Source: an optimization exercise on an open RTL-to-GDS flow (aim: a short achievable clock period, few clock cycles per item and low power). Production flows keep margins and buffers that such runs may drop.
The RTL was checked by simulation tests, not by an equivalence proof against the original design.
Power is estimated from default activity; no workload was simulated.

==> flow/design.v, too long to show whole: its modules and the start of the top module <==
// module arm_mul_csa: 572 lines
// module arm_c42: 16 lines
// module arm_c42z: 15 lines
// module arm_clz32: 36 lines
// module arm_udiv_pre: 17 lines
// module arm_udiv_step: 16 lines
// module exec_stage: 246 lines
module exec_stage #(
    parameter int W = 32
) (
    input  logic         clk,
    input  logic         rst,
    input  logic         in_valid,
    output logic         in_ready,
    input  logic         flush,
    input  logic [3:0]   opcode,
    input  logic [W-1:0] oprand1,
    input  logic [W-1:0] oprand2,
    input  logic [3:0]   rd_addr,
    input  logic         set_flags,
    input  logic         carry_in,
    input  logic [3:0]   nzcv_in,
    output logic         out_valid,
    output logic [W-1:0] result,
    output logic [3:0]   wb_addr,
    output logic         wb_en,
    output logic [3:0]   nzcv_out,
    output logic         flags_en,
    output logic         undef
);
  // ...
==> flow/run.sh <==
#!/bin/bash
# synth_recipe.tcl (not shown) runs the flow's synth.tcl, then flattens the netlist and writes it again
# the make line also repeats each setting of config.mk as NAME=value (left out here)
make -C /OpenROAD-flow-scripts/flow DESIGN_CONFIG=/design/flow/config.mk WORK_HOME=/design/flow/orfs CLKGATE_MAP_FILE= SYNTH_SCRIPT=/design/flow/synth_recipe.tcl finish
==> flow/config.mk <==
export PLATFORM = sky130hd
export DESIGN_NAME = exec_stage
export DESIGN_NICKNAME = exec_stage
export VERILOG_FILES = /design/flow/design.v
export SDC_FILE = /design/flow/constraint.sdc
export NUM_CORES = 4
export LEC_CHECK = 0
export CAP_MARGIN = 20
export CORE_MARGIN = 2
export CORE_UTILIZATION = 65
export CTS_BUF_LIST = sky130_fd_sc_hd__clkbuf_8
export PLACE_DENSITY = 0.75
export SETUP_SLACK_MARGIN = 5
export SLEW_MARGIN = 20
export SYNTH_HIERARCHICAL = 1
export SYNTH_MINIMUM_KEEP_SIZE = 0
==> flow/constraint.sdc <==
create_clock -name core_clock -period 11.0 [get_ports {clk}]
set_input_delay 2.2000 -clock core_clock [delete_from_list [all_inputs] [get_ports {clk}]]
set_output_delay 2.2000 -clock core_clock [all_outputs]
set_load 0.01 [all_outputs]
==> notes.md, run 1 <==
- Final hold vios: 0
- I/O Buffers: 123
- Sequential Power Share: 23.6%
- Comb. pwr: 1500 µW
- GP Congestion: 1.04
- Status: complete, no violations
- Most frequent cells in the layout: and2_1 (607), xnor2_1 (409), ha_1 (377), o21ai_0 (279), nand2_1 (277)
- Sequential power: 593 µW
- CP peak stage delay: 570 ps
- Routed len/inst: 24.3 µm
- Crit start category: input pin
- Unrepaired setup endpoints after global routing: true
- Max-Cap Viols: 0
- Remaining antenna violation count: 0
- Crit path max-delay family: simple AND/OR/NAND/NOR gates
- Post-CTS setup buffers: approximately 130
- Worst-Skew Late Latency: 520 ps
- TritonCTS sink count: between 100 and 150
- FF+latch count: 139
- Hold path start: a_rd[3]$_DFFE_PP_
- Layout cell share with drive strength beyond 1: 23.0%
- Global route overflow: 0
- 1st-iter DRT viols: between 3000 and 4000
- WP data required: 11420 ps
- Mean post-synth cell area: 7.62 µm²
- CP Class: in2reg
- Std-Cell Rows: 87
- Worst-path maximum fanout: 18
- Wl on met1: 50.5 mm
- Hold endpoint: wb_addr[3]$_DFF_P_
- Final setup fails: 0
- Crit path capture type: flop
- Relative slew slack: 16.3%
Testbench counts, summed over its fixed seeds: cycles 19,024, items 16,000.
==> run 2: changes to the inputs <==
--- a/flow/config.mk
+++ b/flow/config.mk
@@ -7,9 +7,9 @@
 export LEC_CHECK = 0
 export CAP_MARGIN = 20
 export CORE_MARGIN = 2
-export CORE_UTILIZATION = 65
+export CORE_UTILIZATION = 70
 export CTS_BUF_LIST = sky130_fd_sc_hd__clkbuf_8
-export PLACE_DENSITY = 0.75
+export PLACE_DENSITY = 0.78
 export SETUP_SLACK_MARGIN = 5
 export SLEW_MARGIN = 20
 export SYNTH_HIERARCHICAL = 1
==> run 2 against run 1 <==
Against the previous run: still clean; cell area down 2.6%; via count up 2.6%; clock skew down 6.8 ps; sequential cell count unchanged; wire length up 1.3%; core utilization up 3.7 points; die area down 7.0%; non-clock buffer count down 31; sequential power about the same; power up 3.0%; largest power group unchanged.
==> notes.md, run 2 <==
- Die area: 0.0549 mm²
- Setup_tns: 0 ps
- Area growth syn-to-layout: 15.6%
- Crit path capture type: flop
- Die Span Y: 234 µm
- Largest regs: a_x (32), a_y (32), result (32)
- Final setup fails: 0 (unchanged)
- GP Congestion: 1.04 (-0.19%)
- 1st-iter DRT viols: 3643 (+2.2%)
- Fin. max-slew vios: 0
- TritonCTS clock tree: yes
- Layout cell share with drive strength beyond 1: 21.3% (-1.7 points)
- Routed WL: 140 mm
- Mean post-synth cell area: 7.62 µm² (unchanged)
- Starting Density: a little over two thirds
- Sequential Power Share: 22.9% (-0.7 points)
- Worst-Skew Late Latency: 510 ps (about the same)
- TritonCTS sink count: 139 (unchanged)
- # fillers: between 3000 and 4000
- NetSw: approximately 1200 µW
- Clk slew on worst S/H paths: 90 ps
- Ports: between 100 and 150
- Dpl cell area: approximately 0.038 mm²
- Maximum clock insertion buffer count: 2
- Worst EP arrival: 7420 ps
- Routed len/inst: 25.0 µm (+2.9%)
- Die X: 234 µm
- Syn_nets: about 5400
- H-tree Lvls: 4
- Post-Layout Inst Area: roughly 0.043 mm²
- Register cell area after layout: about 0.0030 mm²
- DR vias/cell: 6.63
- CP Class: in2reg
- Footprint of the multi-input gates: roughly 0.034 mm²
- Worst Hold Class: reg2reg
- Clock Power Share: 17.0%
- Crit start category: input pin
- Net Sw Frac: 45.2%
- Relative slew slack: 37.0% (+21 points)
- Post-route DRC: 0
- Unrepaired setup endpoints after global routing: true
- Synth warnings: 11
- Remaining antenna violation count: 0 (unchanged)
- Fin crit share: between 60% and 70%
- Status: complete, no violations
- Core ar.: 0.0524 mm²
- Total GRT Usage: 46.1%
- Worst-path maximum fanout: 8 (-10)
- Commonest non-fill, non-tap cell in the layout: and2_1
- Comb pwr share: between 60% and 70%
- Leak pwr: approximately 0.021 µW
- CTS root buf: clkbuf_8
- DP HPWL: 88.6 mm
- Synthesized area: ~0.037 mm²
- Global route overflow: 0 (unchanged)
- Clock Skews: around 20 ps
- Worst Max-Slew Pin Slew: 941 ps
- WP data required: 11400 ps (-20 ps)
- VDD IR max: 0.0898 mV
- Cts bufs inserted: 17
- Critical path's slowest cell: fa_2
- Vias in the first global route: 33949
- Max-Cap Viols: 0 (unchanged)
- Total internal power: 1420 µW
- Pin count of the biggest net entering global routing: 77
- Initial antenna violation count: 22
- Worst-path cell chain: buf_12 > nand4_1 > buf_6 > buf_6 > nor2_4 > and2_4 > or4_4 > a2111oi_4 > and3_1 > a211o_1 > ha_4 > inv_4 > fa_2 > buf_12 > mux4_2 > nand2_2 > o21ai_2 > mux2i_1 > mux2i_1 > mux2i_2 > o21ai_2 > mux2_2
- CP peak stage delay: 680 ps (+110 ps)
- Drt first pass iters: 10
- Max frequency: around 140 MHz
- Std-Cell Rows: 84 (-3.4%)
- PwrDens: 60.2 mW/mm²
- Total number of vias: approximately 37000
- First-pass GRT wire length: 193 mm
- Final hold vios: 0 (unchanged)
- Synth Instances: 4868
- Minimum clock period after layout: ~7000 ps
- I/O Buffers: 123 (unchanged)
- Cts hold-fix bufs: 0
- Final nets: between 5000 and 6000
- Most frequent cells in the layout: and2_1 (597), xnor2_1 (424), ha_1 (389), o21ai_0 (296), nand2_1 (281)
[run 2: changes by cell type in the layout (fill, tap and decap cells not counted), moves of 14 or more]
cell	previous run	this run
buf_4	183	168
o21ai_0	279	296
o21ai_2	44	30
xnor2_1	409	424
xnor2_2	46	31
xor2_1	206	229
xor2_2	77	60
[run 2: worst max-delay path: cells and delay by family]
| kind | cells | cell delay (ps) |
|---|---|---|
| multiplexers | 5 | 1770 |
| buffers and inverters | 5 | 590 |
| adder cells (fa/ha/maj) | 2 | 860 |
| AO/OA/AOI/OAI | 4 | 780 |
| AND/OR/NAND/NOR | 6 | 1180 |
[run 2: path summary, 6_finish.rpt]
check	start	to	slack [ps]	cells after the start
max	opcode[3]	a_y[24]$_DFF_P_	3980	22
min	a_rd[2]$_DFFE_PP_	wb_addr[2]$_DFF_P_	350	0
max reg2reg	dbusy$_DFF_PN0_	a_x[11]$_DFF_P_	5590	15
min reg2reg	a_rd[2]$_DFFE_PP_	wb_addr[2]$_DFF_P_	350	0
max in group asynchronous	rst	f_m2$_DFFE_PN0N_	8270	1
min in group asynchronous	rst	f_dv$_DFF_PN0_	2180	1
[run 2: metal layers]
metal	global-route usage, %	share of wire (%)
met3	11.3	11
met4	39.1	11
met2	75.1	43
met1	50.4	35
met5	0	0.074
[run 2: layout make-up]
class,instances,share of cell area (%)
multi-input cells,4139,79.5
repair buffers,360,8.43
flip-flops and latches,139,6.94
inverters,230,2.04
well taps,688,2.01
clock buffers,18,0.578
clock inverters,14,0.359
diodes,16,0.0933
[run 2: stage by stage]
step | instances | total power [µW] | utilization, % | hold slack, ps | setup slack (ps)
after floorplan | 4868 | 1370 | - | 323 | 4220
after global routing | 5592 | 2670 | 81.7 | 356 | 3960
after global placement | 5340 | 1620 | 73.3 | 325 | 1770
final | 5604 | 2580 | 81.8 | 347 | 3980
after CTS | 5519 | 2340 | 78.2 | 349 | 4320
after detailed placement | 5340 | 1630 | 73.3 | 327 | 1790
[run 2: timing repair]
action | in CTS | in global routing
setup endpoints to repair | 69 | 59
buffers inserted | 123 | 63
resized for setup | 280 | 232
cloned | 24 | 6
pin swaps | 66 | 87
[run 2: power by group through the flow]
stage,logic (µW),clock network [µW],registers [µW]
floorplan,779,0,591
global placement,1030,0,599
detailed placement,1030,0,600
CTS,1320,439,589
global route,1610,458,596
finish,1550,439,591

## what the ideal ports hide
No port has a modelled driver above. Below, the same layouts with a new extraction and two added sets of constraints. Step 1: set_driving_cell puts a clkbuf_16 on clk and a buf_2 on each other input, an assumption about the parent block. Step 2 adds t to the input delays and takes it off the output delays; t is the mean of the earliest and latest rising clock arrival at the registers after step 1. Input paths then give back, and output paths get back, about the clock's delay inside the block. Three values: ideal ports, drivers, drivers and shift; two values: the first two.
run	t, ns	setup slack, ns	clock arrival spread, ns	worst register clock-pin slew, ns	pins driven straight from the clock port
run 1	0.555	4.166 / 4.164 / 3.608	0.027 / 0.027	0.10 / 0.10	1
run 2	0.547	3.980 / 3.973 / 3.426	0.021 / 0.020	0.10 / 0.10	1
After both steps setup and hold are still met in every run listed. For run 1, which loses most, drivers alone change the setup slack by -0.002 ns; drivers and shift together by -0.558 ns.
